What follows belongs to an exercise in optimizing a design on an open flow for small area and a short achievable clock period; a production flow would make more cautious choices.
RTL that was checked went through simulation tests only; none was proved equivalent to the original.
No functional check of the RTL was part of run 7.
The clock cells of runs 4 to 7 come from the design's own scripts or RTL, not from TritonCTS.
No driver is modelled on the clock port, so clock power and skew are understated where the tree is cut down; a real chip needs a root buffer or a tree.
Power and IR drop assume default switching activity.

### flow/flow/run.sh
#!/bin/bash
# standard layout, with buf_2 as the port buffer cell, a larger setup repair margin
# and no dummy clock loads
export BUFFER_PORTS_ARGS="-buffer_cell sky130_fd_sc_hd__buf_2"
export SETUP_SLACK_MARGIN=6.5
export CTS_ARGS="-sink_clustering_enable -repair_clock_nets -sink_clustering_size 35 -sink_clustering_max_diameter 100 -dont_use_dummy_load"
bash standard.sh > standard.log 2>&1
### flow/standard.sh
#!/bin/bash
# synth_recipe.tcl (not shown) runs the flow's synth.tcl, then flattens the netlist and writes it again
# the make line also repeats each setting of config.mk as NAME=value (left out here)
make -C /OpenROAD-flow-scripts/flow DESIGN_CONFIG=/design/flow/config.mk WORK_HOME=/design/flow/orfs CLKGATE_MAP_FILE= SYNTH_SCRIPT=/design/flow/synth_recipe.tcl "${@:-finish}"
### flow/config.mk
export PLATFORM = sky130hd
export DESIGN_NAME = edgeDetector
export DESIGN_NICKNAME = edgeDetector
export VERILOG_FILES = /design/flow/design.v
export SDC_FILE = /design/flow/constraint.sdc
export NUM_CORES = 4
export LEC_CHECK = 0
export CAP_MARGIN = 20
export CORE_MARGIN = 2
export CORE_UTILIZATION = 60
export SLEW_MARGIN = 20
### flow/constraint.sdc
create_clock -name core_clock -period 9.0 [get_ports {iCLK}]
set_input_delay 1.8000 -clock core_clock [delete_from_list [all_inputs] [get_ports {iCLK}]]
set_output_delay 1.8000 -clock core_clock [all_outputs]
set_load 0.01 [all_outputs]
### flow/design.v
`default_nettype none
package videoPkg;
    typedef logic [12-1:0] pixelT;
    typedef logic [11-1:0] coordT;
endpackage
`default_nettype wire
`default_nettype none
package kernelPkg;
    localparam int SUM_WIDTH = 16;
    localparam int COEFF_WIDTH = 3;
    typedef logic signed [SUM_WIDTH-1:0] sumT;
    typedef logic signed [COEFF_WIDTH-1:0] coeffT;
endpackage
`default_nettype wire
`default_nettype none
module pixelIntake (
    input  logic            iCLK,
    input  logic            iRST,
    input  videoPkg::pixelT iPixel,
    input  logic            iValid,
    input  videoPkg::coordT iX,
    input  videoPkg::coordT iY,
    output videoPkg::pixelT oPixel,
    output logic            oValid,
    output logic            oWindowFull
);
    localparam videoPkg::coordT REACH = videoPkg::coordT'(3 - 1);
    always_ff @(posedge iCLK or negedge iRST) begin
        if (!iRST) begin
            oValid <= 1'b0;
        end else begin
            oValid <= iValid;
        end
    end
    always_ff @(posedge iCLK) begin
        oPixel      <= iPixel;
        oWindowFull <= (iX >= REACH) && (iY >= REACH);
    end
endmodule
`default_nettype wire
`default_nettype none
module rowWindow (
    input  logic            iCLK,
    input  logic            iPixel_valid,
    input  videoPkg::pixelT iPixel,
    output logic [2*16+2:1][12-1:0] oTap
);
    localparam int DEPTH = 2 * 16 + 2;
    logic [DEPTH:1][12-1:0] chain;
    always_ff @(posedge iCLK) begin
        if (iPixel_valid) begin
            chain[1] <= iPixel;
            for (int k = 2; k <= DEPTH; k++) begin
                chain[k] <= chain[k-1];
            end
        end
    end
    assign oTap = chain;
endmodule
`default_nettype wire
`default_nettype none
module sobelKernel (
    input  logic            iCLK,
    input  logic            iRST,
    input  logic            iValid,
    input  logic            iWindowFull,
    input  logic            iVertical,
    input  logic            iHorizontal,
    input  videoPkg::pixelT iP0,
    input  videoPkg::pixelT iP1,
    input  videoPkg::pixelT iP2,
    input  videoPkg::pixelT iP16,
    input  videoPkg::pixelT iP18,
    input  videoPkg::pixelT iP32,
    input  videoPkg::pixelT iP33,
    input  videoPkg::pixelT iP34,
    output videoPkg::pixelT oEdge,
    output logic            oValid
);
    localparam int DW = 12 + 1;
    localparam int GW = 12 + 3;
    videoPkg::pixelT      cPlus, cMinus;
    logic signed [DW-1:0] dA, dB, dC;
    logic signed [DW-1:0] dBx;
    logic signed [GW-1:0] g;
    logic                 v1, v2;
    logic                 f1, f2;
    logic                 neg;
    logic signed [GW-1:0] dCext, dC2;
    logic signed [GW-1:0] mag;
    videoPkg::pixelT      satVal;
    always_ff @(posedge iCLK or negedge iRST) begin
        if (!iRST) begin
            v1 <= 1'b0;
            v2 <= 1'b0;
        end else begin
            v1 <= iValid;
            v2 <= v1;
        end
    end
    always_ff @(posedge iCLK) begin
        oValid <= v2;
    end
    assign cPlus  = iVertical ? iP16 : iP1;
    assign cMinus = iVertical ? iP18 : iP33;
    assign neg = iHorizontal;
    assign dBx = dB ^ {DW{neg}};
    assign dCext = GW'(dC);
    assign dC2   = {dCext[GW-2:0], neg};
    assign mag    = g[GW-1] ? -g : g;
    assign satVal = (mag > GW'(4095)) ? '1 : videoPkg::pixelT'(mag);
    always_ff @(posedge iCLK) begin
        dA    <= {1'b0, iP0}   - {1'b0, iP34};
        dB    <= {1'b0, iP32}  - {1'b0, iP2};
        dC    <= {1'b0, cPlus} - {1'b0, cMinus};
        f1    <= iWindowFull;
        g     <= GW'(dA) + GW'(dBx) + dC2;
        f2    <= f1;
        oEdge <= f2 ? satVal : '0;
    end
endmodule
`default_nettype wire
`default_nettype none
module edgeDetector (
    input  logic            iCLK,
    input  logic            iRST,
    input  videoPkg::pixelT iPixel,
    input  logic            iValid,
    input  videoPkg::coordT iX,
    input  videoPkg::coordT iY,
    input  logic            iVertical,
    output videoPkg::pixelT oEdge,
    output logic            oValid
);
    localparam int W = 16;
    videoPkg::pixelT pix;
    logic            pixValid;
    logic            windowFull;
    logic            vertical;
    logic            horizontal;
    logic [2*W+2:1][12-1:0] tap;
    pixelIntake uIntake (
        .iCLK        (iCLK),
        .iRST        (iRST),
        .iPixel      (iPixel),
        .iValid      (iValid),
        .iX          (iX),
        .iY          (iY),
        .oPixel      (pix),
        .oValid      (pixValid),
        .oWindowFull (windowFull)
    );
    always_ff @(posedge iCLK) begin
        vertical   <= iVertical;
        horizontal <= ~iVertical;
    end
    rowWindow uHist (
        .iCLK         (iCLK),
        .iPixel_valid (pixValid),
        .iPixel       (pix),
        .oTap         (tap)
    );
    sobelKernel uKernel (
        .iCLK        (iCLK),
        .iRST        (iRST),
        .iValid      (pixValid),
        .iWindowFull (windowFull),
        .iVertical   (vertical),
        .iHorizontal (horizontal),
        .iP0         (pix),
        .iP1         (tap[1]),
        .iP2         (tap[2]),
        .iP16        (tap[W]),
        .iP18        (tap[W+2]),
        .iP32        (tap[2*W]),
        .iP33        (tap[2*W+1]),
        .iP34        (tap[2*W+2]),
        .oEdge       (oEdge),
        .oValid      (oValid)
    );
endmodule
`default_nettype wire
==> results of run 1 <==
## synth_stat cells, drive strengths merged (12+ instances only)
master / n
a21oi: 25
dfxtp: 84
edfxtp: 408
fa: 17
ha: 50
inv: 95
mux2: 12
mux2i: 14
nand2: 19
nor2: 17
o21ai: 34
xnor2: 37
xor2: 22
## cell usage in the layout (no fill, tap or decap), types with 5 or more instances in the layout
master	n
o21ai_0	16
mux2_2	9
ha_1	37
clkbuf_16	19
nor2_1	16
nand2b_1	6
edfxtp_1	408
mux2i_1	7
buf_4	17
nor3_1	7
a21oi_2	5
buf_2	44
o21a_1	10
inv_1	93
xor2_1	22
dfxtp_1	78
a31oi_1	7
buf_6	8
ha_4	13
a21oi_1	20
o21ai_2	16
xnor2_1	35
fa_1	15
nand2_1	18
a21o_1	7
## what timing repair did
| item | CTS | global route |
|---|---|---|
| hold buffers | 0 | 0 |
| cloned | 2 | 1 |
| buffers inserted | 11 | 10 |
| setup endpoints to repair | 112 | 26 |
| pin swaps | 12 | 26 |
| gates resized for setup | 33 | 40 |
## per-stage QoR
step                      area, µm²  instances
after global placement        18100       1372
final                         19200       1414
after detailed placement      18100       1372
after floorplan               17500        943
after CTS                     18900       1403
after global routing          19200       1414
## logic make-up (layout without fill, tap and decap cells)
kind of cell	Yosys count	after routing	synth area share [%]
compound gates	114	114	4.46
fa+ha+maj	67	67	5.56
mux	26	26	1.59
flops	495	495	80.7
simple gates	80	80	2.44
xor+xnor	59	59	2.98
buf+inv	102	189	2.31
## routing by layer
metal  up-vias  GRT usage (%)  share of wire, %
met2       114           24.5                44
met1      3790           24.3                49
met3        45           2.34               3.1
met5         -              0                 0
met4         0           4.90               3.1
li1       3611              -                 -
## layout make-up
| type | count | area, µm² |
|---|---|---|
| Tap cell | 384 | 480 |
| Inverter | 95 | 357 |
| Multi-Input combinational cell | 346 | 3310 |
| Timing Repair Buffer | 76 | 611 |
| Sequential cell | 495 | 14000 |
| Fill cell | 1931 | 9390 |
| Clock buffer | 18 | 450 |
## worst paths after layout
path | startpoint | endpoint | slack, ns | cells past startpoint
min in group asynchronous | iRST | uKernel.v1 | 1.05 | 1
worst max register to register | horizontal | uKernel.g[13] | 6.31 | 11
worst min-delay path | uKernel.f1 | uKernel.f2 | 0.33 | 0
worst max-delay path | uKernel.oValid | oValid | 6.24 | 1
max in group asynchronous | iRST | uIntake.oValid | 7.83 | 1
worst min register to register | uKernel.f1 | uKernel.f2 | 0.33 | 0
## power breakdown
| part | switching [mW] | internal (mW) |
|---|---|---|
| Clock | 0.587 | 0.365 |
| Sequential | 0.106 | 2.71 |
| Combinational | 0.581 | 0.539 |
## flip-flops by register name, summed over array words and instances, names as in the netlist
name                 flops
uHist.chain            408
uKernel.g               15
uKernel.dA              13
uKernel.dB              13
uKernel.dC              13
uIntake.oPixel          12
uKernel.oEdge           12
horizontal               1
uIntake.oValid           1
uIntake.oWindowFull      1
uKernel.f1               1
uKernel.f2               1
uKernel.oValid           1
uKernel.v1               1
uKernel.v2               1
vertical                 1
==> flow_summary.yaml, run 1 <==
critical_path:
  worstPathRequired_ns: 7.20
  cp.arrival_ns: 0.96
  cp_slowest_stage_delay_ns: 0.32
  crit_path_end_kind: "output port"
  crit_buf_inv: 1
  crit_type: "reg -> out"
  cp_top_family: "flip-flops"
  cp_max_fo: 1
  start_kind: "flip-flop"
  slowest_stage: "dfxtp_1"
  crit_chain: "buf_2"
routing:
  drt-vias-per-instance: 5.35
  num_vias: 7560
  routedWlPerCell_um: 17.2
  wl_um: 24300
  dr.first_iter.drc_count: 617
  drc_errors: 0
  first_pass_iters: 4
  ant_nets: 0
grt:
  grt_max_degree: 106
  grt_pass1_wl_um: 38500
  grt_overflow: 0
  grt_antenna_before_repair: 0
  grtUsageTotal_pct: 16.0
  grt_pass1_vias: 7537
timing:
  finalClockSkew_ns: 0.0409
  drv_slew: 0
  finalSetupViolCount: 0
  hold_viol_final: 0
  worst_hold_slack_ns: 0.333
  fmax_ghz: 0.362
  grt_setup_unrepaired: "true"
  setup-tns-final_ns: 0
  fin_ws_ns: 6.24
  fin_crit_sh_pct: 30.7
  layout_min_cycle_time_ns: 2.76
  max_slew.worst_pin.slew_ns: 0.785
  slew_headroom_pct: 47.7
logic_synthesis:
  ys_warn_count: 4
  async_reset_ff_share_pct: 0.606
  synth_edf_count: 408
  yosys.area.top_type_share_pct: 70.6
  synth_seq_cells: 495
  syn_inst: 943
  synth-seq-area-share_pct: 80.7
  synth-main-ff-cell: "edfxtp_1"
  syn-num-nets: 1048
  synth_area_leaders: "edfxtp_1, dfxtp_1, ha_1, inv_1, fa_1"
  avgSynthCellArea_um2: 18.4
  synth_top_area_cell: "edfxtp_1"
  synth_cell_types: 56
  netlist_area_um2: 17400
placement:
  gp_congestion: 0.849
  dp_slack_ns: 5.78
  dp_hpwl_um: 14800
  portBuffers: 48
clock_network:
  cts.sinks: 495
  htree_levels: 1
  clk_pin_slew_ns: 0.10
  cts_root_buf: "clkbuf_16"
  clockBufferDepth: 3
  cts_tree: "yes"
  numCtsBuffers: 18
  clk_latency_ns: 0.53
hold_path:
  hp-class: "reg -> reg"
floorplanning:
  ioPinCount: 51
  die_h_um: 174
  coreArea_um2: 28600
  rows: 62
  die-area_um2: 30300
  start_util_pct: 60.7
  die_w_um: 174
layout:
  num_antenna_cells: 0
  fin_util_pct: 67.2
  nNetsFinal: 1137
  area_growth_pct: 10.8
  drive_above_1_share_pct: 17.3
pwr:
  powerDensity_nw_per_um2: 254
  power.leakage_nw: 7.11
  peakVddDrop_mv: 0.169
  total_power_mw: 4.89
job:
  drv_cap: 0
run_status:
  outcome: "finished clean"
==> run 2: changes to the inputs <==
==> flow/flow/run.sh (replaced) <==
#!/bin/bash
# standard layout, with buf_2 as the port buffer cell, a larger setup repair margin
# and no dummy clock loads
export BUFFER_PORTS_ARGS="-buffer_cell sky130_fd_sc_hd__buf_2"
export SETUP_SLACK_MARGIN=6.5
export CTS_ARGS="-sink_clustering_enable -repair_clock_nets -sink_clustering_size 32 -sink_clustering_max_diameter 120 -dont_use_dummy_load"
bash standard.sh > standard.log 2>&1
==> flow_summary.yaml, run 2 <==
layout:
  regMostFlops: "uHist.chain"
  final_area_um2: 19300
  reg.largest.list: "uHist.chain: 408 flops, uKernel.g: 15 flops"
  fin_util_pct: 67.4
  final_common_cell: "edfxtp_1"
  drive_above_1_share_pct: 17.6
  num_antenna_cells: 0
  nNetsFinal: 1138
  most-common-layout-cells: "edfxtp_1, inv_1, dfxtp_1"
  largest_reg_flops: 408
  area_growth_pct: 11.1
pwr:
  power.leakage_nw: 7.13
  peakVddDrop_mv: 0.164
  powerDensity_nw_per_um2: 259
logic_synthesis:
  synth_top_area_cell: "edfxtp_1"
  synth_area_leaders: "edfxtp_1, dfxtp_1, ha_1, inv_1, fa_1"
  netlist_area_um2: 17400
  synthTopCellsByCount: "edfxtp_1, inv_1, dfxtp_1"
  synth_cell_types: 56
  async_reset_ff_share_pct: 0.606
  synth-main-ff-cell: "edfxtp_1"
  yosys.area.top_type_share_pct: 70.6
  avgSynthCellArea_um2: 18.4
  synth_edf_count: 408
  syn_inst: 943
  ys_warn_count: 4
  synth-seq-area-share_pct: 80.7
  yosysMostFrequentCell: "edfxtp_1"
  synth_seq_cells: 495
  syn-num-nets: 1048
clock_network:
  cts_root_buf: "clkbuf_16"
  numCtsBuffers: 19
  holdBufCountCts: 0
  clk_latency_ns: 0.54
  clk_pin_slew_ns: 0.10
  htree_levels: 1
  cts.sinks: 495
  clockBufferDepth: 3
  cts_tree: "yes"
hold_path:
  hp-class: "reg -> reg"
timing:
  slew_headroom_pct: 47.7
  fin_ws_ns: 6.24
  max_slew.worst_pin.slew_ns: 0.785
  worst_hold_slack_ns: 0.338
  fin_crit_sh_pct: 30.7
  grt_setup_unrepaired: "true"
  finalSetupViolCount: 0
  drv_slew: 0
  fmax_ghz: 0.362
  finalClockSkew_ns: 0.0451
  setup-tns-final_ns: 0
  hold_viol_final: 0
  layout_min_cycle_time_ns: 2.76
floorplanning:
  ioPinCount: 51
  die_w_um: 174
  start_util_pct: 60.7
  rows: 62
  die_h_um: 174
  die-area_um2: 30300
  coreArea_um2: 28600
routing:
  ant_nets: 0
  drc_errors: 0
  first_pass_iters: 5
  wl_um: 24400
  num_vias: 7521
  drt-vias-per-instance: 5.32
  dr.first_iter.drc_count: 637
  routedWlPerCell_um: 17.2
placement:
  dp_slack_ns: 5.78
  dp_hpwl_um: 14800
  placed_area_um2: 18100
  portBuffers: 48
  gp_congestion: 0.849
critical_path:
  critical_path_depth: 1
  worstPathRequired_ns: 7.20
  crit_type: "reg -> out"
  crit_path_end_kind: "output port"
  r2r-start: "horizontal"
  slowest_stage: "dfxtp_1"
  crit_buf_inv: 1
  crit_chain: "buf_2"
  cp_top_family: "flip-flops"
  cp.arrival_ns: 0.96
  cp_slowest_stage_delay_ns: 0.32
  endpoint: "oValid"
  reg2reg_slack_ns: 6.31
  crit_path_start: "uKernel.oValid"
  start_kind: "flip-flop"
  rr_worst_depth: 11
  cp_max_fo: 1
  r2r-end: "uKernel.g[13]"
grt:
  grtUsageTotal_pct: 16.0
  grt_pass1_wl_um: 38600
  grt_antenna_before_repair: 0
  grt_pass1_vias: 7561
  grt_overflow: 0
  grt_max_degree: 106
job:
  drv_cap: 0
run_status:
  outcome: "finished clean"
[run 2: how the worst min path moves through the flow]
| stage | slack (ns) | start | endpoint | depth (start not counted) |
|---|---|---|---|---|
| finish | 0.34 | uKernel.f1 | uKernel.f2 | 0 |
| global route | 0.35 | uKernel.v1 | uKernel.v2 | 0 |
| CTS | 0.34 | uKernel.f1 | uKernel.f2 | 0 |
| detailed placement | 0.32 | uIntake.oWindowFull | uKernel.f1 | 0 |
| global placement | 0.32 | uIntake.oWindowFull | uKernel.f1 | 0 |
| floorplan | 0.31 | uIntake.oWindowFull | uKernel.f1 | 0 |
[run 2: area by class of cell]
type                            count  area [µm²]
Clock buffer                       19         475
Fill cell                        1920        9330
Inverter                           95         357
Multi-Input combinational cell    346        3340
Sequential cell                   495       14000
Tap cell                          384         480
Timing Repair Buffer               76         626
[run 2: stage by stage]
stage | instances | power, mW
6_report | 1415 | 4.99
5_1_grt | 1415 | 5.26
4_1_cts | 1403 | 4.87
3_5_place_dp | 1372 | 3.79
3_3_place_gp | 1372 | 3.76
2_1_floorplan | 943 | 3.59
[run 2: logic make-up after synthesis]
| family | after synthesis | synth area share (%) |
|---|---|---|
| flip-flops | 495 | 80.7 |
| AO/OA/AOI/OAI | 114 | 4.46 |
| buffers and inverters | 102 | 2.31 |
| AND/OR/NAND/NOR | 80 | 2.44 |
| adder cells (fa/ha/maj) | 67 | 5.56 |
| XOR/XNOR | 59 | 2.98 |
| multiplexers | 26 | 1.59 |
[run 2: routing by layer]
layer  global-route usage [%]  up-vias  routed length, µm
li1                         -     3613                  -
met1                     24.3     3750              11900
met2                     24.5      113              11000
met3                     2.23       45                730
met4                     5.08        0                758
met5                        0        -                  0
[run 2: timing repair]
action                     4_1_cts  5_1_grt
setup buffers                   10       12
resized for setup               28       49
pin swaps                       12       24
setup endpoints to repair      112       25
gates cloned                     2        0
[run 2: report_power, final]
group          internal, mW  total, mW  switching, mW
combinational         0.591       1.21          0.614
clock                 0.383      0.972          0.589
sequential             2.71       2.82          0.107
total                  3.68       4.99           1.31
==> run 3: changes to the inputs <==
==> flow/flow/run.sh (replaced) <==
#!/bin/bash
# standard layout up to CTS, then the clock tree's middle level is removed
# so the registers sit two buffers from the clock port; then the standard
# layout runs on to the end.
set -e
export BUFFER_PORTS_ARGS="-buffer_cell sky130_fd_sc_hd__buf_2"
export SETUP_SLACK_MARGIN=6.5
export CTS_ARGS="-sink_clustering_enable -repair_clock_nets -sink_clustering_size 32 -sink_clustering_max_diameter 120 -dont_use_dummy_load"
bash standard.sh cts > standard_cts.log 2>&1
RES=$PWD/orfs/results/$FLOW_PLATFORM/edgeDetector/base
CTS_ODB=$RES/4_1_cts.odb CLOCK_PORT=iCLK openroad -no_init -exit flow/flatten_clock.tcl > flatten_clock.log 2>&1
rm -f $RES/4_cts.odb
bash standard.sh > standard.log 2>&1
==> flow/flow/flatten_clock.tcl (new file) <==
# Drop the middle level of the clock tree that CTS built: every buffer
# driven by the root buffer hands its loads to the root buffer's net.
set db_file $::env(CTS_ODB)
read_db $db_file
set block [ord::get_db_block]
set clk_port [$block findBTerm $::env(CLOCK_PORT)]
set port_net [$clk_port getNet]
set roots {}
foreach it [$port_net getITerms] { lappend roots [$it getInst] }
puts "roots: [llength $roots]"
foreach root $roots {
  set out [$root findITerm X]
  set root_net [$out getNet]
  set mids {}
  foreach it [$root_net getITerms] {
    if {[$it isInputSignal] || [$it getIoType] eq "INPUT"} {
      set inst [$it getInst]
      set master [[$inst getMaster] getName]
      if {[string match "sky130_fd_sc_hd__clkbuf_*" $master]} { lappend mids $inst }
    }
  }
  puts "root [$root getName] drives [llength $mids] buffers"
  foreach mid $mids {
    set mid_net [[$mid findITerm X] getNet]
    set loads [$mid_net getITerms]
    # only flatten buffers that drive other buffers, not registers
    set all_bufs 1
    foreach it $loads {
      if {[$it getInst] eq $mid} continue
      if {![string match "sky130_fd_sc_hd__clkbuf_*" [[[$it getInst] getMaster] getName]]} { set all_bufs 0 }
    }
    if {!$all_bufs} { puts "  keep [$mid getName]"; continue }
    foreach it $loads {
      if {[$it getInst] eq $mid} continue
      $it disconnect
      $it connect $root_net
    }
    [$mid findITerm A] disconnect
    [$mid findITerm X] disconnect
    puts "  removed [$mid getName], moved [expr {[llength $loads]-1}] loads"
    odb::dbInst_destroy $mid
    odb::dbNet_destroy $mid_net
  }
}
write_db $db_file
==> flow_summary.yaml, run 3 <==
layout:
  final_common_cell: "edfxtp_1"
  largest_reg_flops: 408
  most-common-layout-cells: "edfxtp_1, inv_1, dfxtp_1"
  nNetsFinal: 1131
  drive_above_1_share_pct: 16.3
  fillCellCount: 1941
  num_antenna_cells: 0
  reg.largest.list: "uHist.chain: 408 flops, uKernel.g: 15 flops"
  finalNonFillerCells: 1408
  area_growth_pct: 10.2
  regMostFlops: "uHist.chain"
routing:
  drc_errors: 0
  first_pass_iters: 5
  drt-vias-per-instance: 5.30
  num_vias: 7467
  ant_nets: 0
  wl_um: 24200
  dr.first_iter.drc_count: 631
  routedWlPerCell_um: 17.2
pwr:
  power.leakage_nw: 7.08
  peakVddDrop_mv: 0.189
  powerDensity_nw_per_um2: 258
logic_synthesis:
  syn-num-nets: 1048
  synth-main-ff-cell: "edfxtp_1"
  yosysMostFrequentCell: "edfxtp_1"
  synth_cell_types: 56
  synth_top_area_cell: "edfxtp_1"
  yosys.area.top_type_share_pct: 70.6
  synth_area_leaders: "edfxtp_1, dfxtp_1, ha_1, inv_1, fa_1"
  ys_warn_count: 4
  synth_seq_cells: 495
  synth_edf_count: 408
  synthTopCellsByCount: "edfxtp_1, inv_1, dfxtp_1"
  avgSynthCellArea_um2: 18.4
  async_reset_ff_share_pct: 0.606
  netlist_area_um2: 17400
  syn_inst: 943
  synth-seq-area-share_pct: 80.7
floorplanning:
  die_h_um: 174
  rows: 62
  die-area_um2: 30300
  coreArea_um2: 28600
  start_util_pct: 60.7
  ioPinCount: 51
  die_w_um: 174
timing:
  worst_hold_slack_ns: 0.338
  slew_headroom_pct: 48.5
  fin_crit_sh_pct: 30.4
  max_slew.worst_pin.slew_ns: 0.773
  fmax_ghz: 0.365
  finalSetupViolCount: 0
  setup-tns-final_ns: 0
  drv_slew: 0
  layout_min_cycle_time_ns: 2.74
  hold_viol_final: 0
  finalClockSkew_ns: 0.0227
  grt_setup_unrepaired: "true"
placement:
  dp_hpwl_um: 14800
  gp_congestion: 0.849
  place_inst: 1372
  portBuffers: 48
critical_path:
  crit_chain: "buf_2"
  cp_top_family: "flip-flops"
  crit_type: "reg -> out"
  start_kind: "flip-flop"
  cp.arrival_ns: 0.94
  slowest_stage: "dfxtp_1"
  cp_max_fo: 1
  crit_path_end_kind: "output port"
  worstPathRequired_ns: 7.20
  crit_buf_inv: 1
  cp_slowest_stage_delay_ns: 0.33
grt:
  grtUsageTotal_pct: 16.7
  grt_pass1_wl_um: 38500
  grt_max_degree: 106
  grt_pass1_vias: 7534
  grt_overflow: 0
  grt_antenna_before_repair: 0
clock_network:
  cts.sinks: 495
  holdBufCountCts: 0
  clk_latency_ns: 0.51
  clk_pin_slew_ns: 0.10
hold_path:
  hp-class: "reg -> reg"
run_status:
  outcome: "finished clean"
job:
  drv_cap: 0
==> run 3: cell count changes in the layout (fill, tap and decap cells not counted), moves of 2 or more <==
| cell | previous run | this run |
|---|---|---|
| mux2i_1 | 11 | 13 |
| ha_1 | 35 | 38 |
| buf_12 | 5 | 2 |
| ha_4 | 14 | 12 |
| buf_4 | 14 | 12 |
==> run 3: area by class of cell <==
type                    count  area (µm²)  area share [%]
multi-input cells         346        3270            17.1
flip-flops and latches    495       14000            73.3
well taps                 384         480            2.51
inverters                  95         357            1.86
clock buffers              17         425            2.22
repair buffers             71         569            2.98
==> run 3: report_power, final <==
group          switching [mW]  leakage [nW]  internal [mW]  total [mW]
Sequential              0.107          4.73           2.71        2.82
Clock                   0.580         0.209          0.339       0.919
Combinational           0.607          2.14          0.584        1.19
==> run 3: path summary, 6_finish.rpt <==
path / from / to / slack (ns) / depth (start not counted)
min in group asynchronous: iRST / uKernel.v2 / 1.07 / 1
max: uKernel.oEdge[10] / oEdge[10] / 6.26 / 1
min reg2reg: uKernel.f1 / uKernel.f2 / 0.34 / 0
max reg2reg: horizontal / uKernel.g[13] / 6.31 / 11
max in group asynchronous: iRST / uIntake.oValid / 7.80 / 1
min: uKernel.f1 / uKernel.f2 / 0.34 / 0
==> run 3: repair_timing <==
action / 4_1_cts / 5_1_grt
buffers inserted: 10 / 6
resized for setup: 28 / 36
endpoints found under the setup margin: 112 / 25
endpoints found under the hold margin: 0 / 0
pin swaps: 12 / 16
cloned: 2 / 1
==> run 3: cells by family (layout without fill, tap and decap cells) <==
logic type / count (synthesis) / count (layout) / synth area share [%]
flip-flops: 495 / 495 / 80.7
AO/OA/AOI/OAI: 114 / 114 / 4.46
buffers and inverters: 102 / 183 / 2.31
AND/OR/NAND/NOR: 80 / 80 / 2.44
adder cells (fa/ha/maj): 67 / 67 / 5.56
XOR/XNOR: 59 / 59 / 2.98
multiplexers: 26 / 26 / 1.59
==> run 3: metrics by stage <==
| step | utilization (%) | setup WS [ns] | instance area [µm²] | power [mW] |
|---|---|---|---|---|
| 6_report | 66.8 | 6.26 | 19100 | 4.93 |
| 5_1_grt | 66.8 | 6.20 | 19100 | 5.20 |
| 4_1_cts | 66.1 | 6.20 | 18900 | 4.87 |
| 3_5_place_dp | 63.4 | 5.78 | 18100 | 3.79 |
| 3_3_place_gp | 63.4 | 5.87 | 18100 | 3.76 |
| 2_1_floorplan | - | 5.50 | 17500 | 3.59 |
==> run 3: metal layers <==
metal	vias up	share of wire [%]	global-route usage, %
met4	0	2.8	8.09
met5	-	0	0
met1	3729	50	24.3
met3	42	2.6	3.63
met2	97	45	24.5
li1	3599	-	-
==> run 4: changes to the inputs <==
==> flow/flow/run.sh (replaced) <==
#!/bin/bash
# standard layout up to CTS; the clock tree is then rebuilt as two levels of
# inverters (flow/clock_tree.tcl); then the standard layout runs on to the end.
set -e
export BUFFER_PORTS_ARGS="-buffer_cell sky130_fd_sc_hd__buf_2"
export SETUP_SLACK_MARGIN=6.55
export CTS_ARGS="-sink_clustering_enable -repair_clock_nets -sink_clustering_size 32 -sink_clustering_max_diameter 120 -dont_use_dummy_load"
bash standard.sh cts > standard_cts.log 2>&1
RES=$PWD/orfs/results/$FLOW_PLATFORM/edgeDetector/base
CTS_ODB=$RES/4_1_cts.odb CLOCK_PORT=iCLK CLOCK_ROOTS=4 \
  CLOCK_ROOT_CELL=sky130_fd_sc_hd__inv_16 CLOCK_LEAF_CELL=sky130_fd_sc_hd__inv_12 \
  openroad -no_init -exit flow/clock_tree.tcl > clock_tree.log 2>&1
rm -f $RES/4_cts.odb
bash standard.sh > standard.log 2>&1
==> flow/flow/clock_tree.tcl (new file) <==
# Rebuild the clock tree that CTS made as two levels of inverters:
# the clock port drives NROOT root inverters, each drives the leaf
# inverters of its group, and each leaf inverter drives the registers
# of the cluster that CTS's leaf buffer drove.
set db_file $::env(CTS_ODB)
set nroot $::env(CLOCK_ROOTS)
set root_cell $::env(CLOCK_ROOT_CELL)
set leaf_cell $::env(CLOCK_LEAF_CELL)
read_db $db_file
set db [ord::get_db]
set block [ord::get_db_block]
set port_net [[$block findBTerm $::env(CLOCK_PORT)] getNet]

proc out_net {inst} {
  foreach it [$inst getITerms] {
    if {[$it isOutputSignal]} { return [$it getNet] }
  }
  return ""
}
proc is_buf {inst} {
  string match "sky130_fd_sc_hd__clkbuf_*" [[$inst getMaster] getName]
}

# walk the tree from the port: buffers whose loads include a non-buffer are leaves
set leaves {}
set inner {}
set front [list $port_net]
while {[llength $front]} {
  set next {}
  foreach net $front {
    foreach it [$net getITerms] {
      if {![$it isInputSignal]} continue
      set inst [$it getInst]
      if {![is_buf $inst]} { error "clock net [$net getName] drives [$inst getName]" }
      set on [out_net $inst]
      set leaf 0
      foreach l [$on getITerms] {
        if {[$l isInputSignal] && ![is_buf [$l getInst]]} { set leaf 1 }
      }
      if {$leaf} {
        foreach l [$on getITerms] {
          if {[$l isInputSignal] && [is_buf [$l getInst]]} { error "mixed leaf [$inst getName]" }
        }
        lappend leaves $inst
      } else {
        lappend inner $inst
        lappend next $on
      }
    }
  }
  set front $next
}
puts "leaves [llength $leaves], inner [llength $inner]"

# leaf locations (cell centres)
set pts {}
foreach l $leaves {
  set bb [$l getBBox]
  lappend pts [list [expr {([$bb xMin]+[$bb xMax])/2}] [expr {([$bb yMin]+[$bb yMax])/2}]]
}

# k-means into nroot groups, seeded along the sorted x then y order
set n [llength $leaves]
set order [lsort -integer -indices [lmap p $pts {expr {[lindex $p 0]*3 + [lindex $p 1]}}]]
set cent {}
for {set g 0} {$g < $nroot} {incr g} {
  lappend cent [lindex $pts [lindex $order [expr {int(($g + 0.5) * $n / $nroot)}]]]
}
for {set iter 0} {$iter < 50} {incr iter} {
  set assign {}
  foreach p $pts {
    set best 0; set bd 1e30
    for {set g 0} {$g < $nroot} {incr g} {
      set c [lindex $cent $g]
      set d [expr {abs([lindex $p 0]-[lindex $c 0]) + abs([lindex $p 1]-[lindex $c 1])}]
      if {$d < $bd} { set bd $d; set best $g }
    }
    lappend assign $best
  }
  set newc {}
  for {set g 0} {$g < $nroot} {incr g} {
    set sx 0; set sy 0; set k 0
    foreach p $pts a $assign { if {$a == $g} { incr sx [lindex $p 0]; incr sy [lindex $p 1]; incr k } }
    if {$k} { lappend newc [list [expr {$sx/$k}] [expr {$sy/$k}]] } else { lappend newc [lindex $cent $g] }
  }
  set cent $newc
}

# remove the old inner buffers and their nets
foreach b $inner {
  set on [out_net $b]
  foreach it [$b getITerms] { if {[$it getNet] ne "NULL" && [$it getNet] ne ""} { $it disconnect } }
  odb::dbInst_destroy $b
  if {$on ne $port_net} { odb::dbNet_destroy $on }
}

set rmaster [$db findMaster $root_cell]
set lmaster [$db findMaster $leaf_cell]
set roots {}
for {set g 0} {$g < $nroot} {incr g} {
  set r [odb::dbInst_create $block $rmaster "clkroot_$g"]
  set rn [odb::dbNet_create $block "clkroot_net_$g"]
  $rn setSigType CLOCK
  set c [lindex $cent $g]
  $r setLocation [lindex $c 0] [lindex $c 1]
  $r setPlacementStatus PLACED
  [$r findITerm A] connect $port_net
  [$r findITerm Y] connect $rn
  lappend roots $rn
}
set i 0
foreach l $leaves a $assign {
  set on [out_net $l]
  set bb [$l getBBox]
  set x [$bb xMin]; set y [$bb yMin]
  foreach it [$l getITerms] { if {[$it getNet] ne "NULL" && [$it getNet] ne ""} { $it disconnect } }
  odb::dbInst_destroy $l
  set v [odb::dbInst_create $block $lmaster "clkleaf_$i"]
  $v setLocation $x $y
  $v setPlacementStatus PLACED
  [$v findITerm A] connect [lindex $roots $a]
  [$v findITerm Y] connect $on
  $on setSigType CLOCK
  incr i
}
for {set g 0} {$g < $nroot} {incr g} {
  set k 0; foreach a $assign { if {$a == $g} { incr k } }
  puts "root $g at [lindex $cent $g] drives $k leaves"
}
detailed_placement
check_placement
write_db $db_file
removed: flow/flow/flatten_clock.tcl
==> flow_summary.yaml, run 4 <==
logic_synthesis:
  synth-main-ff-cell: "edfxtp_1"
  synth_area_leaders: "edfxtp_1, dfxtp_1, ha_1, inv_1, fa_1"
  synth_edf_count: 408
  netlist_area_um2: 17400
  synth_top_area_cell: "edfxtp_1"
  synthTopCellsByCount: "edfxtp_1, inv_1, dfxtp_1"
  synth_xor_area_share_pct: 2.98
  synth-simple-area-share_pct: 2.44
  syn_inst: 943
  synth_seq_cells: 495
  synth_cell_types: 56
  synth-seq-area-share_pct: 80.7
  ys_warn_count: 4
  avgSynthCellArea_um2: 18.4
  yosysMostFrequentCell: "edfxtp_1"
  synthMuxAreaShare_pct: 1.59
  yosys.area.top_type_share_pct: 70.6
  syn-num-nets: 1048
  synth_compound_area_share_pct: 4.46
  synth_top_family_by_area: "adder cells"
  async_reset_ff_share_pct: 0.606
  synth-adder-area-share_pct: 5.56
hold_path:
  holdCritStartpoint: "uIntake.oWindowFull"
  hp-class: "reg -> reg"
placement:
  dp_hpwl_um: 14300
  portBuffers: 48
  placed_area_um2: 18200
  gp_congestion: 0.831
  place_inst: 1373
routing:
  drt-vias-per-instance: 5.31
  wl_met1_um: 11600
  routedWlPerCell_um: 16.8
  routed.top_layer: "met4"
  ant_nets: 0
  num_vias: 7554
  dr.first_iter.drc_count: 739
  drc_errors: 0
  wl_um: 23900
  first_pass_iters: 4
  wl_met3_um: 863
  dr_wl_met2_um: 11100
timing:
  finalSetupViolCount: 0
  worst_hold_slack_ns: 0.337
  setup-tns-final_ns: 0
  fmax_ghz: 0.370
  finalClockSkew_ns: 0.0415
  drv_slew: 0
  slew_headroom_pct: 44.9
  max_slew.worst_pin.slew_ns: 0.826
  fin_crit_sh_pct: 30.0
  grt_setup_unrepaired: "true"
  layout_min_cycle_time_ns: 2.70
  hold_viol_final: 0
clock_network:
  clk_latency_ns: 0.18
  clk_pin_slew_ns: 0.11
  cts.sinks: 495
  holdBufCountCts: 0
floorplanning:
  die-area_um2: 30300
  die_h_um: 174
  start_util_pct: 60.7
  ioPinCount: 51
  rows: 62
  coreArea_um2: 28600
  die_w_um: 174
grt:
  grt_max_degree: 97
  grtUsageTotal_pct: 15.9
  grt_pass1_vias: 7350
  grt_pass1_wl_um: 38100
  grt_antenna_before_repair: 0
  grt_overflow: 0
layout:
  regMostFlops: "uHist.chain"
  most-common-layout-cells: "edfxtp_1, inv_1, dfxtp_1"
  area_growth_pct: 10.3
  num_antenna_cells: 0
  nNetsFinal: 1146
  final_common_cell: "edfxtp_1"
  reg.largest.list: "uHist.chain: 408 flops, uKernel.g: 15 flops"
  largest_reg_flops: 408
  finalNonFillerCells: 1423
  drive_above_1_share_pct: 17.7
  final_area_um2: 19200
run_status:
  outcome: "finished clean"
critical_path:
  slowest_stage: "fa_1"
  crit_type: "reg -> reg"
  cp.arrival_ns: 2.79
  cp_slowest_stage_delay_ns: 0.49
  crit_chain: "buf_4 > xnor2_2 > fa_1 > inv_2 > fa_2 > a21o_1 > nand4_1 > o21ai_2 > a221oi_2 > a211o_1 > xnor2_1"
  crit_path_end_kind: "flip-flop"
  crit_buf_inv: 2
  cp_max_fo: 4
  r2r-start: "horizontal"
  start_kind: "flip-flop"
  crit_path_start: "horizontal"
  worstPathRequired_ns: 9.09
  cp_top_family: "adder cells"
pwr:
  powerDensity_nw_per_um2: 250
  power.leakage_nw: 7.07
  peakVddDrop_mv: 0.157
job:
  drv_cap: 0
==> run 4: changes by cell type in the layout (fill, tap and decap cells not counted), sizes merged <==
cell / before / now
clkbuf: 18 / 0
buf: 68 / 83
bufbuf: 2 / 0
inv: 95 / 115
==> run 4: path summary, 6_finish.rpt <==
path,endpoint,slack [ns],cells after the start
max,uKernel.g[13],6.30,11
min,uKernel.f1,0.34,0
max reg2reg,uKernel.g[13],6.30,11
min reg2reg,uKernel.f1,0.34,0
max in group asynchronous,uIntake.oValid,7.45,1
min in group asynchronous,uIntake.oValid,1.44,1
==> run 4: logic make-up (layout without fill, tap and decap cells) <==
family,after synthesis,in the layout
mux,26,26
flops,495,495
simple gates,80,80
fa+ha+maj,67,67
buf+inv,102,198
xor+xnor,59,59
compound gates,114,114
==> run 4: report_power, final <==
| part | leakage, nW | total (mW) | internal, mW | switching (mW) |
|---|---|---|---|---|
| Sequential | 4.73 | 2.81 | 2.71 | 0.104 |
| Combinational | 2.18 | 1.17 | 0.575 | 0.593 |
| Clock | 0.156 | 0.815 | 0.134 | 0.681 |
==> run 4: what timing repair did <==
item / 4_1_cts / 5_1_grt
resized for setup: 39 / 26
buffers inserted: 16 / 12
gates cloned: 1 / 0
pin swaps: 14 / 9
setup endpoints to repair: 118 / 16
==> run 4: metal layers <==
layer / GRT usage, % / vias to the layer above
met4: 3.99 / 0
met2: 24.3 / 122
met1: 24.0 / 3768
met3: 3.22 / 27
met5: 0 / -
li1: - / 3637
==> run 4: metrics by stage <==
| stage | utilization [%] | setup slack, ns | total power, mW |
|---|---|---|---|
| after global routing | 66.9 | 6.22 | 5.07 |
| after floorplan | - | 5.50 | 3.62 |
| after detailed placement | 63.6 | 5.79 | 3.81 |
| after CTS | 66.5 | 6.20 | 4.93 |
| after global placement | 63.6 | 5.91 | 3.78 |
| final | 66.9 | 6.30 | 4.80 |
==> run 4: cell type report <==
type                            count  area (µm²)
Timing Repair Buffer               83         626
Inverter                          115         697
Tap cell                          384         480
Sequential cell                   495       14000
Fill cell                        1901        9470
Multi-Input combinational cell    346        3330
==> run 4: worst reg2reg max path: stages (launching register included) <==
cell and delay, ns:
dfxtp_4 0.39, buf_4 0.14, xnor2_2 0.13, fa_1 0.49
inv_2 0.06, fa_2 0.39, a21o_1 0.18, nand4_1 0.11
o21ai_2 0.08, a221oi_2 0.32, a211o_1 0.20, xnor2_1 0.11
==> run 5: changes to the inputs <==
--- a/flow/design.v
+++ b/flow/design.v
@@ -22,7 +22,8 @@
     input  videoPkg::coordT iY,
     output videoPkg::pixelT oPixel,
     output logic            oValid,
-    output logic            oWindowFull
+    output logic            oColFar,
+    output logic            oRowFar
 );
     localparam videoPkg::coordT REACH = videoPkg::coordT'(3 - 1);
     always_ff @(posedge iCLK or negedge iRST) begin
@@ -33,8 +34,9 @@
         end
     end
     always_ff @(posedge iCLK) begin
-        oPixel      <= iPixel;
-        oWindowFull <= (iX >= REACH) && (iY >= REACH);
+        oPixel  <= iPixel;
+        oColFar <= (iX >= REACH);
+        oRowFar <= (iY >= REACH);
     end
 endmodule
 `default_nettype wire
@@ -81,7 +83,6 @@
     localparam int GW = 12 + 3;
     videoPkg::pixelT      cPlus, cMinus;
     logic signed [DW-1:0] dA, dB, dC;
-    logic signed [DW-1:0] dBx;
     logic signed [GW-1:0] g;
     logic                 v1, v2;
     logic                 f1, f2;
@@ -104,17 +105,16 @@
     assign cPlus  = iVertical ? iP16 : iP1;
     assign cMinus = iVertical ? iP18 : iP33;
     assign neg = iHorizontal;
-    assign dBx = dB ^ {DW{neg}};
     assign dCext = GW'(dC);
     assign dC2   = {dCext[GW-2:0], neg};
     assign mag    = g[GW-1] ? -g : g;
     assign satVal = (mag > GW'(4095)) ? '1 : videoPkg::pixelT'(mag);
     always_ff @(posedge iCLK) begin
         dA    <= {1'b0, iP0}   - {1'b0, iP34};
-        dB    <= {1'b0, iP32}  - {1'b0, iP2};
+        dB    <= ({1'b0, iP32} - {1'b0, iP2}) ^ {DW{neg}};
         dC    <= {1'b0, cPlus} - {1'b0, cMinus};
         f1    <= iWindowFull;
-        g     <= GW'(dA) + GW'(dBx) + dC2;
+        g     <= GW'(dA) + GW'(dB) + dC2;
         f2    <= f1;
         oEdge <= f2 ? satVal : '0;
     end
@@ -135,7 +135,8 @@
     localparam int W = 16;
     videoPkg::pixelT pix;
     logic            pixValid;
-    logic            windowFull;
+    logic            colFar;
+    logic            rowFar;
     logic            vertical;
     logic            horizontal;
     logic [2*W+2:1][12-1:0] tap;
@@ -148,7 +149,8 @@
         .iY          (iY),
         .oPixel      (pix),
         .oValid      (pixValid),
-        .oWindowFull (windowFull)
+        .oColFar     (colFar),
+        .oRowFar     (rowFar)
     );
     always_ff @(posedge iCLK) begin
         vertical   <= iVertical;
@@ -164,7 +166,7 @@
         .iCLK        (iCLK),
         .iRST        (iRST),
         .iValid      (pixValid),
-        .iWindowFull (windowFull),
+        .iWindowFull (colFar & rowFar),
         .iVertical   (vertical),
         .iHorizontal (horizontal),
         .iP0         (pix),
--- a/flow/flow/run.sh
+++ b/flow/flow/run.sh
@@ -3,7 +3,7 @@
 # inverters (flow/clock_tree.tcl); then the standard layout runs on to the end.
 set -e
 export BUFFER_PORTS_ARGS="-buffer_cell sky130_fd_sc_hd__buf_2"
-export SETUP_SLACK_MARGIN=6.55
+export SETUP_SLACK_MARGIN=6.65
 export CTS_ARGS="-sink_clustering_enable -repair_clock_nets -sink_clustering_size 32 -sink_clustering_max_diameter 120 -dont_use_dummy_load"
 bash standard.sh cts > standard_cts.log 2>&1
 RES=$PWD/orfs/results/$FLOW_PLATFORM/edgeDetector/base
==> flow_summary.yaml, run 5 <==
placement:
  placed_area_um2: 18100
  dp_hpwl_um: 15300
  portBuffers: 48
  gp_congestion: 0.853
  place_inst: 1357
logic_synthesis:
  ys_warn_count: 4
  netlist_area_um2: 17300
  synth-seq-area-share_pct: 80.9
  avgSynthCellArea_um2: 18.7
  yosysMostFrequentCell: "edfxtp_1"
  yosys.area.top_type_share_pct: 70.6
  synthTopCellsByCount: "edfxtp_1, dfxtp_1, inv_1"
  syn_inst: 927
  synth-main-ff-cell: "edfxtp_1"
  synth_edf_count: 408
  syn-num-nets: 1033
  synth_top_area_cell: "edfxtp_1"
  async_reset_ff_share_pct: 0.605
  synth_area_leaders: "edfxtp_1, dfxtp_1, ha_1, xnor2_1, fa_1"
  synth_seq_cells: 496
  synth_cell_types: 54
layout:
  finalNonFillerCells: 1397
  drive_above_1_share_pct: 16.5
  regMostFlops: "uHist.chain"
  largest_reg_flops: 408
  final_common_cell: "edfxtp_1"
  nNetsFinal: 1121
  num_antenna_cells: 0
  final_area_um2: 19000
  reg.largest.list: "uHist.chain: 408 flops, uKernel.g: 15 flops"
  area_growth_pct: 9.72
  most-common-layout-cells: "edfxtp_1, dfxtp_1, inv_1"
pwr:
  powerDensity_nw_per_um2: 251
  total_power_mw: 4.78
  power.leakage_nw: 6.80
  peakVddDrop_mv: 0.144
clock_network:
  cts.sinks: 496
  holdBufCountCts: 0
  clk_latency_ns: 0.18
  clk_pin_slew_ns: 0.11
critical_path:
  cp.arrival_ns: 2.56
  crit_chain: "fa_2 > ha_4 > a211oi_4 > o211ai_1 > a41oi_2 > a21oi_2 > o41ai_2 > xnor2_1"
  cp_max_fo: 2
  cp_top_family: "compound AO/OA/AOI/OAI gates"
  crit_path_start: "uKernel.dC[1]"
  cp_slowest_stage_delay_ns: 0.63
  worstPathRequired_ns: 9.10
  crit_type: "reg -> reg"
  reg2reg_slack_ns: 6.54
  start_kind: "flip-flop"
  r2r-start: "uKernel.dC[1]"
  crit_buf_inv: 0
  crit_path_end_kind: "flip-flop"
  slowest_stage: "fa_2"
run_status:
  outcome: "finished clean"
timing:
  worst_hold_slack_ns: 0.340
  hold_viol_final: 0
  layout_min_cycle_time_ns: 2.46
  grt_setup_unrepaired: "true"
  finalClockSkew_ns: 0.0443
  slew_headroom_pct: 24.2
  drv_slew: 0
  fmax_ghz: 0.406
  finalSetupViolCount: 0
  fin_crit_sh_pct: 27.3
  setup-tns-final_ns: 0
  max_slew.worst_pin.slew_ns: 1.14
grt:
  grt_max_degree: 205
  grt_overflow: 0
  grtUsageTotal_pct: 16.8
  grt_antenna_before_repair: 0
  grt.busiest_layer: "met2"
  grt_pass1_wl_um: 39800
  gr-usage-met2_pct: 26.0
  met1_usage_pct: 25.2
  grt_pass1_vias: 7603
  use_met3_pct: 2.97
routing:
  num_vias: 7630
  wl_um: 25100
  ant_nets: 0
  first_pass_iters: 5
  drc_errors: 0
  dr.first_iter.drc_count: 661
  drt-vias-per-instance: 5.46
  routedWlPerCell_um: 18.0
floorplanning:
  ioPinCount: 51
  die_w_um: 174
  die_h_um: 174
  die-area_um2: 30300
  start_util_pct: 60.8
  coreArea_um2: 28500
  rows: 62
hold_path:
  hp-class: "reg -> reg"
  holdCritStartpoint: "uKernel.v2"
job:
  drv_cap: 0
-- run 5: changes by cell type in the layout (fill, tap and decap cells not counted), moves of 7 or more --
cell,delta
inv_1,-43
nor2_1,+13
o21ai_2,-10
buf_4,-9
dfxtp_2,+9
xnor2_1,+9
nand2_1,+8
o221ai_1,+8
buf_2,-7
dfxtp_1,-7
nor4_1,+7
-- run 5: repair_timing --
item                       in CTS  in global routing
resized for setup              55                 30
setup buffers                  14                  5
cloned                          1                  0
pin swaps                      23                 14
setup endpoints to repair     118                120
-- run 5: final cells by class --
class | instances | area (µm²)
Timing Repair Buffer | 73 | 583
Fill cell | 1968 | 9520
Tap cell | 384 | 480
Inverter | 72 | 536
Multi-Input combinational cell | 372 | 3380
Sequential cell | 496 | 14000
-- run 5: stage by stage --
stage               worst slack, ns  util (%)
floorplan                      5.50         -
global placement               6.08      63.5
finish                         6.54      66.7
CTS                            6.19      66.5
detailed placement             5.96      63.5
global route                   6.43      66.7
-- run 5: worst paths after layout --
check / to / cells past startpoint
max: uKernel.g[14] / 8
min: uKernel.oValid / 0
max reg2reg: uKernel.g[14] / 8
min reg2reg: uKernel.oValid / 0
max in group asynchronous: uIntake.oValid / 1
min in group asynchronous: uKernel.v2 / 1
-- run 5: routing by layer --
| layer | routed length [µm] | vias to the layer above | share of wire, % |
|---|---|---|---|
| li1 | - | 3620 | - |
| met2 | 11600 | 92 | 46 |
| met1 | 12400 | 3887 | 49 |
| met5 | 0 | - | 0 |
| met3 | 718 | 31 | 2.9 |
| met4 | 464 | 0 | 1.8 |
-- run 5: report_power, final --
part | internal, mW | leakage, nW | switching, mW
clock network | 0.134 | 0.156 | 0.684
logic | 0.539 | 1.91 | 0.564
registers | 2.73 | 4.74 | 0.130
total | 3.40 | 6.80 | 1.38
-- run 5: cells by family (layout without fill, tap and decap cells) --
| kind of cell | count (synthesis) | after routing | share of synthesized area (%) |
|---|---|---|---|
| buffers and inverters | 59 | 145 | 1.28 |
| XOR/XNOR | 59 | 59 | 2.98 |
| AO/OA/AOI/OAI | 105 | 105 | 4.06 |
| flip-flops | 496 | 496 | 80.9 |
| multiplexers | 27 | 27 | 1.64 |
| AND/OR/NAND/NOR | 113 | 113 | 3.46 |
| adder cells (fa/ha/maj) | 68 | 68 | 5.69 |
-- run 5: worst reg2reg max path, stage by stage, from the launching register on --
cell,delay (ns)
dfxtp_1,0.34
fa_2,0.63
ha_4,0.23
a211oi_4,0.27
o211ai_1,0.16
a41oi_2,0.26
a21oi_2,0.11
o41ai_2,0.24
xnor2_1,0.15
==> run 6: changes to the inputs <==
--- a/flow/flow/run.sh
+++ b/flow/flow/run.sh
@@ -3,7 +3,7 @@
 # inverters (flow/clock_tree.tcl); then the standard layout runs on to the end.
 set -e
 export BUFFER_PORTS_ARGS="-buffer_cell sky130_fd_sc_hd__buf_2"
-export SETUP_SLACK_MARGIN=6.65
+export SETUP_SLACK_MARGIN=6.45
 export CTS_ARGS="-sink_clustering_enable -repair_clock_nets -sink_clustering_size 32 -sink_clustering_max_diameter 120 -dont_use_dummy_load"
 bash standard.sh cts > standard_cts.log 2>&1
 RES=$PWD/orfs/results/$FLOW_PLATFORM/edgeDetector/base
==> flow_summary.yaml, run 6 <==
run_status:
  outcome: "finished clean"
logic_synthesis:
  avgSynthCellArea_um2: 18.7
  synth_area_leaders: "edfxtp_1, dfxtp_1, ha_1, xnor2_1, fa_1"
  synth_cell_types: 54
  syn-num-nets: 1033
  yosysMostFrequentCell: "edfxtp_1"
  synth_top_area_cell: "edfxtp_1"
  async_reset_ff_share_pct: 0.605
  synth-main-ff-cell: "edfxtp_1"
  synth-seq-area-share_pct: 80.9
  syn_inst: 927
  yosys.area.top_type_share_pct: 70.6
  synth_seq_cells: 496
  netlist_area_um2: 17300
  synth_edf_count: 408
  ys_warn_count: 4
  synthTopCellsByCount: "edfxtp_1, dfxtp_1, inv_1"
routing:
  drt-vias-per-instance: 5.42
  ant_nets: 0
  drc_errors: 0
  wl_um: 25500
  first_pass_iters: 5
  dr.first_iter.drc_count: 784
  routedWlPerCell_um: 18.4
  num_vias: 7518
critical_path:
  worstPathRequired_ns: 9.07
  crit_chain: "buf_12 > mux2_2 > ha_2 > fa_2 > nor2b_2 > o21ai_2 > a21oi_2 > o211ai_1 > a21oi_2 > o22ai_1"
  r2r-end: "uKernel.dC[12]"
  start_kind: "flip-flop"
  rr_worst_depth: 10
  cp_max_fo: 6
  crit_path_frequent_cell: "a21oi_2"
  crit_path_start: "vertical"
  crit_buf_inv: 1
  r2r-start: "vertical"
  cp_top_family: "compound AO/OA/AOI/OAI gates"
  crit_path_end_kind: "flip-flop"
  crit_type: "reg -> reg"
  slowest_stage: "dfxtp_4"
  cp.arrival_ns: 2.56
  critical_path_depth: 10
  reg2reg_slack_ns: 6.52
  cp_slowest_stage_delay_ns: 0.42
  endpoint: "uKernel.dC[12]"
placement:
  portBuffers: 48
  gp_congestion: 0.863
  dp_hpwl_um: 15800
pwr:
  total_power_mw: 4.73
  p_sw_mw: 1.36
  power_frac_clock_pct: 17.3
  p_int_mw: 3.38
  switching_share_pct: 28.7
  seq_power_share_pct: 60.4
  power.leakage_nw: 6.71
  powerDensity_nw_per_um2: 252
  comb_power_share_pct: 22.3
  peakVddDrop_mv: 0.149
grt:
  grt_pass1_wl_um: 40600
  grt_pass1_vias: 7574
  grt_antenna_before_repair: 0
  grt_max_degree: 203
  grt_overflow: 0
  grtUsageTotal_pct: 17.1
floorplanning:
  coreArea_um2: 28500
  rows: 62
  ioPinCount: 51
  die_w_um: 174
  die_h_um: 174
  start_util_pct: 60.8
  die-area_um2: 30300
timing:
  max_slew.worst_pin.slew_ns: 1.06
  fin_crit_sh_pct: 27.6
  layout_min_cycle_time_ns: 2.48
  finalSetupViolCount: 0
  fmax_ghz: 0.403
  hold_viol_final: 0
  finalClockSkew_ns: 0.0459
  grt_setup_unrepaired: "true"
  slew_headroom_pct: 29.4
  setup-tns-final_ns: 0
  drv_slew: 0
  worst_hold_slack_ns: 0.302
layout:
  most-common-layout-cells: "edfxtp_1, dfxtp_1, inv_1"
  largest_reg_flops: 408
  drive_above_1_share_pct: 13.7
  area_growth_pct: 8.43
  num_antenna_cells: 0
  final_common_cell: "edfxtp_1"
  regMostFlops: "uHist.chain"
  nNetsFinal: 1111
  reg.largest.list: "uHist.chain: 408 flops, uKernel.g: 15 flops"
hold_path:
  hp-class: "reg -> reg"
job:
  drv_cap: 0
clock_network:
  clk_pin_slew_ns: 0.10
  cts.sinks: 496
  holdBufCountCts: 0
  clk_latency_ns: 0.19
-- run 6: worst min-delay path by stage --
stage,start,depth (start not counted),endpoint,slack (ns)
final,uKernel.v2,0,uKernel.oValid,0.30
after detailed placement,uKernel.f1,0,uKernel.f2,0.33
after floorplan,uKernel.f1,0,uKernel.f2,0.31
after global routing,uKernel.v2,0,uKernel.oValid,0.31
after global placement,uKernel.v2,0,uKernel.oValid,0.33
after CTS,uKernel.v2,0,uKernel.oValid,0.30
-- run 6: kinds of logic after synthesis --
group	after synthesis	synth area share, %
buffers and inverters	59	1.28
AND/OR/NAND/NOR	113	3.46
AO/OA/AOI/OAI	105	4.06
XOR/XNOR	59	2.98
adder cells (fa/ha/maj)	68	5.69
multiplexers	27	1.64
flip-flops	496	80.9
-- run 6: through the flow --
step                std cells  area [µm²]  worst slack [ns]  utilization [%]
CTS                      1381       18800              6.19             65.8
finish                   1387       18800              6.52             65.9
global placement         1357       18100              6.09             63.4
floorplan                 927       17400              5.50                -
detailed placement       1357       18100              5.94             63.4
global route             1387       18800              6.40             65.9
-- run 6: layout make-up --
class / instances / area (µm²)
Tap cell: 384 / 480
Timing Repair Buffer: 63 / 469
Multi-Input combinational cell: 372 / 3280
Fill cell: 1983 / 9740
Sequential cell: 496 / 14000
Inverter: 72 / 536
-- run 6: what timing repair did --
item | CTS | global route
resized for setup | 33 | 20
endpoints found under the setup margin | 121 | 68
pin swaps | 13 | 10
cloned | 1 | 1
buffers inserted | 4 | 4
-- run 6: per-layer routing --
| metal | part of all wire [%] | GRT usage, % |
|---|---|---|
| met3 | 2.9 | 2.19 |
| met5 | 0 | 0 |
| met2 | 48 | 27.8 |
| met1 | 47 | 25.0 |
| met4 | 2.1 | 4.52 |
-- run 6: power by group through the flow --
stage	combinational (mW)	sequential (mW)	clock [mW]
final	1.06	2.86	0.818
after global routing	1.18	2.88	0.937
after CTS	1.02	2.86	1.03
after detailed placement	0.899	2.91	0
after global placement	0.881	2.90	0
after floorplan	0.669	2.91	0
==> run 7: changes to the inputs <==
--- a/flow/design.v
+++ b/flow/design.v
@@ -79,15 +79,18 @@
     output videoPkg::pixelT oEdge,
     output logic            oValid
 );
-    localparam int DW = 12 + 1;
+    localparam int PW = 12;
     localparam int GW = 12 + 3;
-    videoPkg::pixelT      cPlus, cMinus;
-    logic signed [DW-1:0] dA, dB, dC;
+    localparam logic [GW-1:0] K = GW'(16'h4004);
+    videoPkg::pixelT cPlus, cMinus;
+    videoPkg::pixelT tPos, tNeg;
+    videoPkg::pixelT nP34;
+    logic [GW-1:0] op [6];
+    logic [GW-1:0] s1a, c1a, s1b, c1b, s2, c2, s3, c3;
+    logic [GW-1:0] sumW, carW;
     logic signed [GW-1:0] g;
     logic                 v1, v2;
     logic                 f1, f2;
-    logic                 neg;
-    logic signed [GW-1:0] dCext, dC2;
     logic signed [GW-1:0] mag;
     videoPkg::pixelT      satVal;
     always_ff @(posedge iCLK or negedge iRST) begin
@@ -104,17 +107,30 @@
     end
     assign cPlus  = iVertical ? iP16 : iP1;
     assign cMinus = iVertical ? iP18 : iP33;
-    assign neg = iHorizontal;
-    assign dCext = GW'(dC);
-    assign dC2   = {dCext[GW-2:0], neg};
+    assign tPos = iP32 ^ {PW{iHorizontal}};
+    assign tNeg = ~iP2 ^ {PW{iHorizontal}};
+    assign op[0] = GW'(iP0);
+    assign nP34  = ~iP34;
+    assign op[1] = GW'(nP34);
+    assign op[2] = GW'(tPos);
+    assign op[3] = GW'(tNeg);
+    assign op[4] = GW'({cPlus, 1'b0});
+    assign op[5] = GW'({~cMinus, 1'b0});
+    assign s1a = op[0] ^ op[1] ^ op[2];
+    assign c1a = ((op[0] & op[1]) | (op[0] & op[2]) | (op[1] & op[2])) << 1;
+    assign s1b = op[3] ^ op[4] ^ op[5];
+    assign c1b = ((op[3] & op[4]) | (op[3] & op[5]) | (op[4] & op[5])) << 1;
+    assign s2  = s1a ^ c1a ^ s1b;
+    assign c2  = ((s1a & c1a) | (s1a & s1b) | (c1a & s1b)) << 1;
+    assign s3  = s2 ^ c2 ^ c1b;
+    assign c3  = ((s2 & c2) | (s2 & c1b) | (c2 & c1b)) << 1;
     assign mag    = g[GW-1] ? -g : g;
     assign satVal = (mag > GW'(4095)) ? '1 : videoPkg::pixelT'(mag);
     always_ff @(posedge iCLK) begin
-        dA    <= {1'b0, iP0}   - {1'b0, iP34};
-        dB    <= ({1'b0, iP32} - {1'b0, iP2}) ^ {DW{neg}};
-        dC    <= {1'b0, cPlus} - {1'b0, cMinus};
+        sumW  <= s3;
+        carW  <= c3;
         f1    <= iWindowFull;
-        g     <= GW'(dA) + GW'(dB) + dC2;
+        g     <= sumW + carW + K;
         f2    <= f1;
         oEdge <= f2 ? satVal : '0;
     end
==> flow_summary.yaml, run 7 <==
logic_synthesis:
  avgSynthCellArea_um2: 21.1
  synth_edf_count: 408
  synth_area_leaders: "edfxtp_1, dfxtp_1, fa_1, ha_1, xnor2_1"
  synth-seq-area-share_pct: 82.9
  async_reset_ff_share_pct: 0.620
  synth-main-ff-cell: "edfxtp_1"
  ys_warn_count: 5
  syn-num-nets: 901
  syn_inst: 787
  synthTopCellsByCount: "edfxtp_1, dfxtp_1, inv_1"
  yosys.area.top_type_share_pct: 73.7
  synth_top_area_cell: "edfxtp_1"
  netlist_area_um2: 16600
  synth_cell_types: 48
  synth_seq_cells: 484
  yosysMostFrequentCell: "edfxtp_1"
critical_path:
  slowest_stage: "fa_1"
  cp_slowest_stage_delay_ns: 0.52
  cp_max_fo: 5
  cp.arrival_ns: 2.73
  start_kind: "flip-flop"
  worstPathRequired_ns: 9.13
  crit_type: "reg -> reg"
  crit_path_end_kind: "flip-flop"
  r2r-start: "vertical"
  crit_chain: "buf_6 > buf_16 > buf_8 > mux2i_4 > fa_1 > inv_2 > fa_1 > inv_2 > fa_2"
  crit_path_start: "vertical"
clock_network:
  holdBufCountCts: 0
  clk_pin_slew_ns: 0.11
  cts.sinks: 484
  clk_latency_ns: 0.17
placement:
  place_inst: 1203
  dp_hpwl_um: 12300
  portBuffers: 48
  gp_congestion: 0.785
grt:
  grt_overflow: 0
  grt_pass1_wl_um: 33900
  grt_max_degree: 109
  grtUsageTotal_pct: 15.3
  grt_pass1_vias: 6444
  grt_antenna_before_repair: 0
timing:
  slew_headroom_pct: 43.0
  drv_slew: 0
  layout_min_cycle_time_ns: 2.60
  fmax_ghz: 0.384
  finalSetupViolCount: 0
  max_slew.worst_pin.slew_ns: 0.855
  fin_crit_sh_pct: 28.9
  setup-tns-final_ns: 0
  finalClockSkew_ns: 0.0625
  grt_setup_unrepaired: "true"
  hold_viol_final: 0
layout:
  fin_util_pct: 66.7
  finalNonFillerCells: 1236
  final_common_cell: "edfxtp_1"
  regMostFlops: "uHist.chain"
  most-common-layout-cells: "edfxtp_1, dfxtp_1, inv_1"
  largest_reg_flops: 408
  num_antenna_cells: 0
  drive_above_1_share_pct: 15.7
  nNetsFinal: 980
  reg.largest.list: "uHist.chain: 408 flops, uKernel.g: 15 flops, uKernel.sumW: 14 flops"
  area_growth_pct: 8.69
pwr:
  peakVddDrop_mv: 0.150
  total_power_mw: 4.58
  power.leakage_nw: 6.52
  powerDensity_nw_per_um2: 253
floorplanning:
  die_h_um: 170
  die-area_um2: 29100
  rows: 60
  ioPinCount: 51
  coreArea_um2: 27100
  start_util_pct: 61.3
  die_w_um: 170
routing:
  first_pass_iters: 4
  drc_errors: 0
  drt-vias-per-instance: 5.23
  routedWlPerCell_um: 17.3
  ant_nets: 0
  wl_um: 21300
  num_vias: 6467
  dr.first_iter.drc_count: 527
hold_path:
  hp-class: "reg -> reg"
  holdCritStartpoint: "uHist.chain[147]"
run_status:
  outcome: "finished clean"
job:
  drv_cap: 0
[run 7: changes by cell type after synthesis, sizes merged, moves of 14 or more]
| cell | previous run | this run |
|---|---|---|
| a21oi | 26 | 5 |
| fa | 18 | 47 |
| nand2 | 26 | 6 |
| nor2 | 32 | 10 |
| xnor2 | 42 | 28 |
| o21ai | 28 | 7 |
| ha | 50 | 29 |
[run 7: cells by family after synthesis]
| group | share of synthesized area, % |
|---|---|
| DFF | 82.9 |
| adders and majority gates | 7.84 |
| xor gates and xnor gates | 2.05 |
| and+or+nand+nor | 1.48 |
| buffers and inverters | 1.60 |
| AOI/OAI and AO/OA | 2.29 |
| muxes | 1.79 |
[run 7: routing by layer]
metal	share of wire, %	GRT usage, %
met1	49	24.0
met2	45	22.7
met3	4.5	3.00
met4	1.6	3.49
met5	0	0
[run 7: worst paths after layout]
kind / end / cells after the start / slack, ns
max: uKernel.sumW[7] / 9 / 6.40
min: uHist.chain[159] / 0 / 0.34
max reg2reg: uKernel.sumW[7] / 9 / 6.40
min reg2reg: uHist.chain[159] / 0 / 0.34
max in group asynchronous: uIntake.oValid / 1 / 7.48
min in group asynchronous: uIntake.oValid / 1 / 1.40
[run 7: what timing repair did]
action,CTS,global route
endpoints found under the hold margin,0,0
buffers inserted,8,2
pin swaps,9,14
gates resized for setup,31,19
cloned,3,0
endpoints found under the setup margin,264,131
[run 7: area by class of cell]
cell class,instances,area (µm²)
fill,1769,9030
inverter,80,566
multi-input combinational,234,2680
sequential,484,13800
tap,372,465
timing repair buffer,66,564
[run 7: per-stage QoR]
| step | hold slack [ns] | setup WS (ns) | cell area (µm²) |
|---|---|---|---|
| global placement | 0.322 | 6.18 | 17400 |
| finish | 0.339 | 6.40 | 18100 |
| global route | 0.343 | 6.31 | 18100 |
| floorplan | 0.310 | 5.50 | 16700 |
| detailed placement | 0.315 | 6.15 | 17400 |
| CTS | 0.337 | 6.21 | 18100 |
[run 7: critical path: cells and delay by family (launching register included)]
family | cells | cell delay [ns]
fa+ha+maj | 3 | 1.54
buf+inv | 5 | 0.47
mux | 1 | 0.18
flops | 1 | 0.38
[run 7: where the power goes]
part / total, mW / internal [mW] / switching (mW)
Clock: 0.803 / 0.134 / 0.669
Combinational: 0.980 / 0.445 / 0.534
Sequential: 2.79 / 2.68 / 0.111

[what the ideal ports hide]
No port has a modelled driver above. Below, the same layouts with a new extraction and two added sets of constraints. Step 1, drivers: a clkbuf_16 drives iCLK and a buf_2 each remaining input, both assumed. Step 2 moves the port delays by t, midway between the first and last clock arrival at a register: inputs arrive t later, outputs are due t later. That takes back most of the time a late clock gives input paths. Slacks: no drivers / after step 1 / after step 2; pairs: no drivers / after step 1.
run | shift t [ns] | slack for setup (ns) | clock arrival spread, ns | worst register clock-pin slew, ns | cell pins on the clock port's net
run 1 | 0.561 | 6.241 / 6.192 / 6.129 | 0.044 / 0.045 | 0.12 / 0.12 | 1
run 2 | 0.568 | 6.235 / 6.185 / 6.137 | 0.047 / 0.046 | 0.11 / 0.11 | 1
run 3 | 0.546 | 6.260 / 6.209 / 6.152 | 0.024 / 0.024 | 0.11 / 0.11 | 1
run 4 | 0.367 | 6.299 / 6.291 / 6.125 | 0.042 / 0.050 | 0.11 / 0.11 | 4
run 5 | 0.368 | 6.540 / 6.383 / 6.539 | 0.045 / 0.049 | 0.12 / 0.12 | 4
run 6 | 0.359 | 6.516 / 6.388 / 6.516 | 0.046 / 0.063 | 0.11 / 0.11 | 4
run 7 | 0.354 | 6.398 / 6.359 / 6.400 | 0.069 / 0.072 | 0.11 / 0.11 | 4
After both steps setup and hold are still met in every run listed. For run 4, which loses most, drivers alone change the setup slack by -0.008 ns; drivers and shift together by -0.174 ns.
